Background: an optimization exercise with open tools, aiming at small area. Do not read the settings as production practice. No functional check of the RTL was part of this run. No activity file was given, so power comes from the tool's default toggle rates.

## design/flow/config.mk

```make
export PLATFORM = sky130hd
export DESIGN_NAME = ups_top
export DESIGN_NICKNAME = ups_top
export VERILOG_FILES = /design/flow/design.v
export SDC_FILE = /design/flow/constraint.sdc
export NUM_CORES = 4
export LEC_CHECK = 0
export CAP_MARGIN = 20
export CORE_MARGIN = 2
export CORE_UTILIZATION = 40
export SLEW_MARGIN = 20
```

## design/flow/constraint.sdc

```tcl
create_clock -name core_clock -period 8.0 [get_ports {clk}]
set_input_delay 1.6000 -clock core_clock [delete_from_list [all_inputs] [get_ports {clk}]]
set_output_delay 1.6000 -clock core_clock [all_outputs]
set_load 0.01 [all_outputs]
```

## design/flow/design.v

```verilog
`timescale 1ns/10ps
`default_nettype none
module adc_scaler (
    input  logic        clk,
    input  logic        rst_n,
    input  logic [11:0] adc,
    input  logic        adc_dv,
    output logic [12:0] scaled
);
    localparam logic [11:0] CONV_GAIN = 12'h9B2;     
    logic [11:0] adc_q;                              
    logic [23:0] prod_q;                             
    logic [11:0] data_q;                             
    logic [2:0]  dv_sr;                              
    always_ff @(posedge clk) begin
        if (!rst_n) begin
            dv_sr <= '0;
        end else begin
            dv_sr <= {dv_sr[1:0], adc_dv};
        end
    end
    always_ff @(posedge clk) begin
        adc_q  <= adc;
        prod_q <= 24'(adc_q) * 24'(CONV_GAIN);       
        data_q <= prod_q[23:12];                     
    end
    assign scaled = {dv_sr[2], data_q};
endmodule
`default_nettype wire
`timescale 1ns/10ps
`default_nettype none
module boxcar_filter #(
    parameter int AVG_LOG2 = 4
) (
    input  logic        clk,
    input  logic        rst_n,
    input  logic [12:0] scaled,
    output logic [12:0] filtered
);
    localparam int DEPTH = 2 ** AVG_LOG2;
    localparam int ACC_W = 12 + AVG_LOG2;            
    logic [11:0]      taps [DEPTH];                  
    logic [ACC_W-1:0] acc;                           
    logic [ACC_W-1:0] sum_next;
    logic             filt_valid;
    logic [11:0]      filt_data;
    always_comb begin
        sum_next = acc + {{AVG_LOG2{1'b0}}, scaled[11:0]}
                       - {{AVG_LOG2{1'b0}}, taps[DEPTH-1]};
    end
    always_ff @(posedge clk) begin
        if (!rst_n) begin
            acc        <= '0;
            filt_valid <= 1'b0;
            for (int i = 0; i < DEPTH; i++) begin
                taps[i] <= '0;                       
            end
        end else begin
            filt_valid <= 1'b0;
            if (scaled[12]) begin
                acc     <= sum_next;
                taps[0] <= scaled[11:0];
                for (int i = 1; i < DEPTH; i++) begin
                    taps[i] <= taps[i-1];
                end
                filt_valid <= 1'b1;
            end
        end
    end
    always_ff @(posedge clk) begin
        if (rst_n && scaled[12]) begin
            filt_data <= sum_next[ACC_W-1:AVG_LOG2];     
        end
    end
    assign filtered = {filt_valid, filt_data};
endmodule
`default_nettype wire
`timescale 1ns/10ps
`default_nettype none
module run_sequencer #(
    parameter int TICKS_PER_SEC = 1000
) (
    input  logic        clk,
    input  logic        rst_n,
    input  logic        run_en,
    input  logic [31:0] run_cfg,
    input  logic        run_start,
    input  logic        run_stop,
    input  logic [12:0] filtered,
    output logic [12:0] seq_dac0,
    output logic [12:0] seq_dac1,
    output logic        seq_pv,
    output logic [2:0]  seq_status
);
    localparam int CNT_W = 8 + $clog2(TICKS_PER_SEC + 1);     
    localparam logic [CNT_W-1:0] ONE_SEC = CNT_W'(TICKS_PER_SEC);
    localparam logic [11:0] TWO_VOLT = 12'h9B2;      
    localparam logic [11:0] ONE_VOLT = 12'h505;      
    localparam logic [2:0] SEQ_INIT  = 3'd0;
    localparam logic [2:0] SEQ_WAIT  = 3'd1;
    localparam logic [2:0] SEQ_PRE   = 3'd2;
    localparam logic [2:0] SEQ_PULSE = 3'd3;
    localparam logic [2:0] SEQ_POST  = 3'd4;
    localparam logic [2:0] ST_OFF   = 3'd0;
    localparam logic [2:0] ST_WAIT  = 3'd1;          
    localparam logic [2:0] ST_PRE   = 3'd2;
    localparam logic [2:0] ST_PULSE = 3'd3;
    localparam logic [2:0] ST_POST  = 3'd4;
    logic [2:0]       state;
    logic [CNT_W-1:0] cnt;                           
    logic [CNT_W-1:0] pre_lim;
    logic [CNT_W-1:0] pulse_lim;
    logic [CNT_W-1:0] post_lim;
    logic [7:0]       loops_q;                       
    always_ff @(posedge clk) begin
        if (!rst_n) begin
            state        <= SEQ_INIT;
            cnt          <= '0;
            seq_dac0[12] <= 1'b0;
            seq_dac1[12] <= 1'b0;
            seq_pv       <= 1'b0;
            seq_status   <= ST_OFF;
        end else begin
            seq_dac0[12] <= 1'b0;                    
            seq_dac1[12] <= 1'b0;
            seq_pv       <= 1'b0;                    
            seq_status   <= ST_OFF;
            if (!run_en) begin
                state <= SEQ_INIT;
            end else begin
                case (state)
                    SEQ_INIT: begin
                        seq_dac0   <= {1'b1, 12'd0};             
                        seq_dac1   <= {1'b1, 12'd0};
                        seq_status <= ST_WAIT;
                        state      <= SEQ_WAIT;
                    end
                    SEQ_WAIT: begin
                        seq_status <= ST_WAIT;
                        if (run_start) begin
                            loops_q   <= run_cfg[31:24];
                            pre_lim   <= CNT_W'(run_cfg[23:16]) * ONE_SEC;
                            pulse_lim <= CNT_W'(run_cfg[15:8]) * ONE_SEC;
                            post_lim  <= CNT_W'(run_cfg[7:0]) * ONE_SEC;
                            cnt       <= '0;
                            state     <= SEQ_PRE;
                        end
                    end
                    SEQ_PRE: begin
                        seq_status <= ST_PRE;
                        if (cnt == '0) begin
                            seq_dac1 <= {1'b1, TWO_VOLT};        
                        end
                        if (cnt == ONE_SEC) begin
                            seq_dac1 <= {1'b1, 12'd0};           
                        end
                        if (cnt == pre_lim) begin
                            seq_dac1 <= {1'b1, ONE_VOLT};        
                            cnt      <= '0;
                            state    <= SEQ_PULSE;
                        end else begin
                            cnt <= cnt + 1'b1;
                        end
                    end
                    SEQ_PULSE: begin
                        seq_status <= ST_PULSE;
                        seq_pv     <= 1'b1;
                        if (cnt == pulse_lim) begin
                            seq_dac0 <= {1'b1, 12'd0};           
                            seq_dac1 <= {1'b1, 12'd0};
                            cnt      <= '0;
                            state    <= SEQ_POST;
                        end else begin
                            seq_dac0 <= filtered;                
                            cnt      <= cnt + 1'b1;
                        end
                    end
                    SEQ_POST: begin
                        seq_status <= ST_POST;
                        if (cnt == post_lim) begin
                            cnt <= '0;
                            if (loops_q > 8'd1) begin
                                loops_q <= loops_q - 8'd1;
                                state   <= SEQ_PRE;
                            end else begin
                                state <= SEQ_WAIT;
                            end
                        end else begin
                            cnt <= cnt + 1'b1;
                        end
                    end
                    default: state <= SEQ_INIT;
                endcase
                if (run_stop && (state == SEQ_PRE || state == SEQ_PULSE || state == SEQ_POST)) begin
                    seq_dac0[12] <= 1'b0;
                    seq_dac1[12] <= 1'b0;
                    seq_pv       <= 1'b0;
                    state        <= SEQ_INIT;
                end
            end
        end
    end
endmodule
`default_nettype wire
`timescale 1ns/10ps
`default_nettype none
module mode_controller (
    input  logic        clk,
    input  logic        rst_n,
    input  logic [1:0]  mode,
    input  logic        mode_update,
    input  logic [12:0] filtered,
    input  logic [12:0] dac0_test,
    input  logic [12:0] dac1_test,
    input  logic        pv_test,
    input  logic [12:0] seq_dac0,
    input  logic [12:0] seq_dac1,
    input  logic        seq_pv,
    input  logic [2:0]  seq_status,
    output logic        run_en,
    output logic [12:0] dac0,
    output logic [12:0] dac1,
    output logic        pv,
    output logic [2:0]  status
);
    localparam logic [1:0] MODE_LOOPBACK = 2'd1;
    localparam logic [1:0] MODE_DAC_TEST = 2'd2;
    localparam logic [1:0] MODE_RUN      = 2'd3;
    localparam logic [1:0] CTRL_IDLE     = 2'd0;
    localparam logic [1:0] CTRL_LOOPBACK = 2'd1;
    localparam logic [1:0] CTRL_DAC_TEST = 2'd2;
    localparam logic [1:0] CTRL_RUN      = 2'd3;
    localparam logic [2:0] ST_OFF = 3'd0;
    logic [1:0] state;
    assign run_en = (state == CTRL_RUN);             
    always_ff @(posedge clk) begin
        if (!rst_n) begin
            state    <= CTRL_IDLE;
            dac0[12] <= 1'b0;
            dac1[12] <= 1'b0;
            pv       <= 1'b0;
            status   <= ST_OFF;
        end else begin
            dac0[12] <= 1'b0;
            dac1[12] <= 1'b0;
            pv       <= 1'b0;
            status   <= ST_OFF;                      
            if (mode_update) begin
                state <= CTRL_IDLE;
            end else begin
                case (state)
                    CTRL_IDLE: begin
                        case (mode)
                            MODE_LOOPBACK: state <= CTRL_LOOPBACK;
                            MODE_DAC_TEST: state <= CTRL_DAC_TEST;
                            MODE_RUN:      state <= CTRL_RUN;
                            default:       state <= CTRL_IDLE;
                        endcase
                    end
                    CTRL_LOOPBACK: begin
                        dac0 <= filtered;            
                        dac1 <= filtered;
                        pv   <= pv_test;
                    end
                    CTRL_DAC_TEST: begin
                        dac0 <= dac0_test;
                        dac1 <= dac1_test;
                        pv   <= pv_test;
                    end
                    CTRL_RUN: begin
                        dac0   <= seq_dac0;
                        dac1   <= seq_dac1;
                        pv     <= seq_pv;
                        status <= seq_status;
                    end
                    default: state <= CTRL_IDLE;
                endcase
            end
        end
    end
endmodule
`default_nettype wire
`timescale 1ns/10ps
`default_nettype none
module ups_top #(
    parameter int TICKS_PER_SEC = 1000,
    parameter int AVG_LOG2      = 4
) (
    input  logic        clk,
    input  logic        rst_n,
    input  logic [11:0] adc,
    input  logic        adc_dv,
    input  logic [1:0]  mode,
    input  logic        mode_update,
    input  logic [12:0] dac0_test,
    input  logic [12:0] dac1_test,
    input  logic        pv_test,
    input  logic [31:0] run_cfg,
    input  logic        run_start,
    input  logic        run_stop,
    output logic [12:0] dac0,
    output logic [12:0] dac1,
    output logic        pv,
    output logic [2:0]  status
);
    logic [12:0] scaled;
    logic [12:0] filtered;
    logic [12:0] seq_dac0;
    logic [12:0] seq_dac1;
    logic        seq_pv;
    logic [2:0]  seq_status;
    logic        run_en;
    adc_scaler u_adc_scaler (
        .clk    (clk),
        .rst_n  (rst_n),
        .adc    (adc),
        .adc_dv (adc_dv),
        .scaled (scaled)
    );
    boxcar_filter #(
        .AVG_LOG2 (AVG_LOG2)
    ) u_boxcar_filter (
        .clk      (clk),
        .rst_n    (rst_n),
        .scaled   (scaled),
        .filtered (filtered)
    );
    run_sequencer #(
        .TICKS_PER_SEC (TICKS_PER_SEC)
    ) u_run_sequencer (
        .clk        (clk),
        .rst_n      (rst_n),
        .run_en     (run_en),
        .run_cfg    (run_cfg),
        .run_start  (run_start),
        .run_stop   (run_stop),
        .filtered   (filtered),
        .seq_dac0   (seq_dac0),
        .seq_dac1   (seq_dac1),
        .seq_pv     (seq_pv),
        .seq_status (seq_status)
    );
    mode_controller u_mode_controller (
        .clk         (clk),
        .rst_n       (rst_n),
        .mode        (mode),
        .mode_update (mode_update),
        .filtered    (filtered),
        .dac0_test   (dac0_test),
        .dac1_test   (dac1_test),
        .pv_test     (pv_test),
        .seq_dac0    (seq_dac0),
        .seq_dac1    (seq_dac1),
        .seq_pv      (seq_pv),
        .seq_status  (seq_status),
        .run_en      (run_en),
        .dac0        (dac0),
        .dac1        (dac1),
        .pv          (pv),
        .status      (status)
    );
endmodule
`default_nettype wire
```

## design/flow/run.sh

```bash
#!/bin/bash
# synth_recipe.tcl (not shown) runs the flow's synth.tcl, then flattens the netlist and writes it again
# the make line also repeats each setting of config.mk as NAME=value (left out here)
make -C /OpenROAD-flow-scripts/flow DESIGN_CONFIG=/design/flow/config.mk WORK_HOME=/design/flow/orfs CLKGATE_MAP_FILE= SYNTH_SCRIPT=/design/flow/synth_recipe.tcl finish
```

==> run summary <==
[metal layers]
layer  GRT usage (%)  vias up
met5               0        -
met2            23.9      186
met4            4.37        0
li1                -     7020
met3            2.37       57
met1            18.5     6527
[flip-flops by register name (all words and copies together) (netlist names), 2 cells and up]
register and cells:
u_adc_scaler.data_q 12, u_boxcar_filter.taps 192, u_run_sequencer.seq_dac0 13, u_run_sequencer.state 3, u_run_sequencer.seq_dac1 4, u_run_sequencer.loops_q 8
u_run_sequencer.cnt 18, u_mode_controller.state 2, u_adc_scaler.adc_q 12, u_mode_controller.dac0 13, u_adc_scaler.dv_sr 3, u_boxcar_filter.acc 16
u_adc_scaler.prod_q 12, u_run_sequencer.post_lim 15, u_run_sequencer.seq_status 3, u_mode_controller.dac1 13, u_mode_controller.status 3, u_run_sequencer.pulse_lim 15
u_run_sequencer.pre_lim 15, u_boxcar_filter.filt_data 12
[logic make-up (layout without fill, tap and decap cells)]
kind of cell / after synthesis / count (layout) / share of synthesized area (%)
muxes: 199 / 199 / 9.32
and+or+nand+nor: 511 / 511 / 10.8
adders and majority gates: 314 / 314 / 22.3
buffers and inverters: 338 / 457 / 5.97
DFF: 387 / 387 / 41.1
AOI/OAI and AO/OA: 183 / 183 / 5.56
xor gates and xnor gates: 120 / 120 / 4.92
[metrics by stage]
step / utilization [%] / std cells / setup slack, ps / hold slack [ps]
after floorplan: - / 2052 / 2200 / 310
after global placement: 43.9 / 2779 / 1900 / 313
after detailed placement: 43.9 / 2779 / 1820 / 315
after CTS: 46.8 / 2859 / 2430 / 330
after global routing: 46.8 / 2859 / 2190 / 334
final: 46.8 / 2859 / 2380 / 327
[placed cells by master, fill, tap and decap left out, types with 8 or more instances in the layout]
cell type | synthesis | layout
a21o_1 | 13 | 13
a21oi_1 | 59 | 59
a22oi_1 | 13 | 13
and2_1 | 20 | 20
clkbuf_16 | 0 | 47
clkbuf_8 | 0 | 8
clkdlybuf4s50_1 | 0 | 108
dfxtp_1 | 283 | 282
edfxtp_1 | 104 | 104
fa_1 | 110 | 110
ha_1 | 204 | 204
inv_1 | 259 | 259
mux2i_1 | 199 | 199
nand2_1 | 81 | 81
nand2b_1 | 8 | 8
nand3_1 | 18 | 18
nand3b_1 | 10 | 10
nand4_1 | 18 | 18
nor2_1 | 264 | 264
nor2b_1 | 15 | 15
nor3_1 | 32 | 30
nor4_1 | 12 | 12
o21ai_0 | 34 | 34
xnor2_1 | 59 | 59
xor2_1 | 61 | 61
[power groups by stage]
stage	Sequential (W)	Combinational (W)	Clock [W]
final	0.00227	0.00248	0.00208
after global routing	0.00228	0.00286	0.00222
after global placement	0.00231	0.00244	0
after floorplan	0.00229	0.00193	0
after CTS	0.00227	0.00251	0.00214
after detailed placement	0.00232	0.00249	0
[worst max-delay path by stage]
stage	depth (start not counted)	start	end
global route	14	run_cfg[8]	u_run_sequencer.pulse_lim[16]
global placement	14	run_cfg[1]	u_run_sequencer.post_lim[16]
floorplan	3	rst_n	u_run_sequencer.post_lim[10]
finish	14	run_cfg[0]	u_run_sequencer.post_lim[16]
CTS	14	run_cfg[0]	u_run_sequencer.post_lim[16]
detailed placement	14	run_cfg[0]	u_run_sequencer.post_lim[16]
[final cells by class]
cell class / count / area [sq um]
Multi-Input combinational cell: 1327 / 11300
Clock inverter: 19 / 220
Fill cell: 4869 / 28000
Tap cell: 688 / 861
Sequential cell: 387 / 8790
Inverter: 261 / 985
Timing Repair Buffer: 116 / 1150
Clock buffer: 61 / 1310
==> metrics.md <==
| Metric | Value |
|---|---|
| Status | `timing/DRC/antenna clean` |
| Max VDD drop | `0.161 mV` |
| Final Hold Fails | `0` |
| Crit Path Category | `input pin to flip-flop` |
| Sequential share of the synthesized area | `41.1%` |
| Worst slew pin tran | `1140 ps` |
| Resize count post-CTS | `0` |
| Layout cell share with drive strength beyond 1 | `4.47%` |
| Setup TNS | `0 ps` |
| Avg Cell Area, Syn | `10.4 sq um` |
| Hold-fix buffers at CTS | `0` |
| Initial antenna violation count | `0` |
| Min-delay src | `u_adc_scaler.prod_q[16]` |
| Crit path max-delay cell type | `fa_1` |
| Critical path data required time | `8400 ps` |
| First-pass GRT wire length | `66.4 mm` |
| Die Y | `235 um` |
| Initial Util | `40.6%` |
| Clk sink count | `387` |
| WP buf/inv | `3` |
| Met2 wire length | `18.2 mm` |
| Area contributors post-synth | `dfxtp_1, edfxtp_1, ha_1` |
| Critical path launch point type | `input pin` |
| Clock latency at the later pin of the worst-skew pair | `560 ps` |
| Path depth of the worst reg2reg path | `15` |
| Crit path capture type | `flip-flop` |
| Crit-path leading delay family | `adder cells` |
| FMAX | `178 MHz` |
| Post-Syn Area | `0.0214 sq mm` |
| Fin crit share | `70.3%` |
| R2r startpoint | `u_adc_scaler.adc_q[8]` |
| GP Congestion | `0.826` |
| PnR Total Power | `0.00683 W` |
| Static Leak | `10.2 nW` |
| Cell with the most instances after synthesis | `dfxtp_1` |
| Clock Path Buffers | `3` |
| WHS Endpoint | `u_adc_scaler.data_q[4]` |
| Power density over cell area | `277 mW/mm^2` |
| Net load switching power | `0.00227 W` |
| Total CTS buffers | `43` |
| Rows | `84` |
| Detailed-route wire length per cell | `13.5 um` |
| Synth Register Bits | `387` |
| Syn nets | `2445` |
| Area leader, netlist | `dfxtp_1` |
| Sw Share | `33.3%` |
| Pint | `0.00456 W` |
| Commonest cells in the netlist | `dfxtp_1, nor2_1, inv_1, ha_1, mux2i_1` |
| Die W | `235 um` |
| Top-area cell type share of the netlist area | `26.5%` |
| Hold path depth | `0` |
| Worst path most repeated cell | `fa_1` |
| Hold Crit Class | `flip-flop to flip-flop` |
| Clk slew on worst S/H paths | `60 ps` |
| Reg2reg end | `u_adc_scaler.prod_q[20]` |
| Met3 wire len | `1.42 mm` |
| Worst R2R Setup Slack | `3160 ps` |
| Netlist cell types | `62` |
| Cell chain of the critical path | `clkdlybuf4s50_1 -> fa_1 -> inv_1 -> fa_1 -> fa_1 -> fa_1 -> inv_1 -> ha_1 -> a21oi_1 -> o21ai_0 -> a21oi_1 -> o21a_1 -> or4b_2 -> o2111ai_1` |
| Final net count | `2529` |
| Final setup vio count | `0` |
| Clk_skew | `17.1 ps` |
| DRT Pass-1 Iters | `5` |
| Layout area overhead | `15.3%` |
| DP Wirelength | `28.4 mm` |
| Clock network power share | `30.4%` |
| Unrepaired setup endpoints after global routing | `false` |
| Period minus WS final | `5620 ps` |
| Post-route ant nets | `0` |
| Mapped Cells | `2052` |
| Starting DRC count in detailed routing | `620` |
| Slew margin rel. | `23.9%` |
| H-Tree Depth | `2` |
| Placed inst area | `0.0231 sq mm` |
| Vias/cell | `4.82` |
| Vias in the first global route | `14000` |
| Comb pwr share | `36.4%` |
| Die footprint | `0.0553 sq mm` |
| Highest routed layer | `met4` |
| Largest net degree at the start of global routing | `156` |
| Crit path DAT | `6030 ps` |
| # port buffers | `108` |
| Clk Tree Root Cell | `clkbuf_16` |
| Overall routing resource usage | `14.1%` |
| Final WL | `38.6 mm` |
| Crit Path Max Fanout | `5` |
| Core outline area | `0.0527 sq mm` |
| DR vias | `13800` |
| Ports | `109` |
| Max incr delay on CP | `610 ps` |
| GRT overflow | `0` |
| Ys flop type | `dfxtp_1` |
| Async SR Flop Fraction | `0%` |
| DRC | `0` |
| Metal-1 WL | `18.2 mm` |
| Max Cap Violations | `0` |
| Setup Buffers After CTS | `0` |
| CTS tree | `done` |
| Number of synthesized flops with an enable pin | `104` |
| Sequential power share | `33.3%` |
| Final instance area | `0.0246 sq mm` |
| Ys Warns | `5` |
| Count of pins over their slew limit | `0` |
| Antenna diodes | `0` |

## separate check: timing with driven ports
Ports are ideal in the flow. The routed layout listed here was re-timed in OpenROAD.
Step 1, drivers: a clkbuf_16 drives clk and a buf_2 each remaining input, both assumed.
Step 2 adds t to the input delays and takes it off the output delays; t is the mean of the earliest and latest rising clock arrival at the registers after step 1. Input paths then give back, and output paths get back, about the clock's delay inside the block.
a / b / c = no drivers / after step 1 / after step 2; a / b = the first two.
t (ns): 0.608
setup WS [ns]: 2.377 / 2.410 / 1.802
slew at the worst register clock pin (ns): 0.06 / 0.06
pins driven straight from the clock port: 1
After both steps this run still meets setup and hold. For this run, drivers alone change the setup slack by +0.033 ns; drivers and shift together by -0.575 ns.
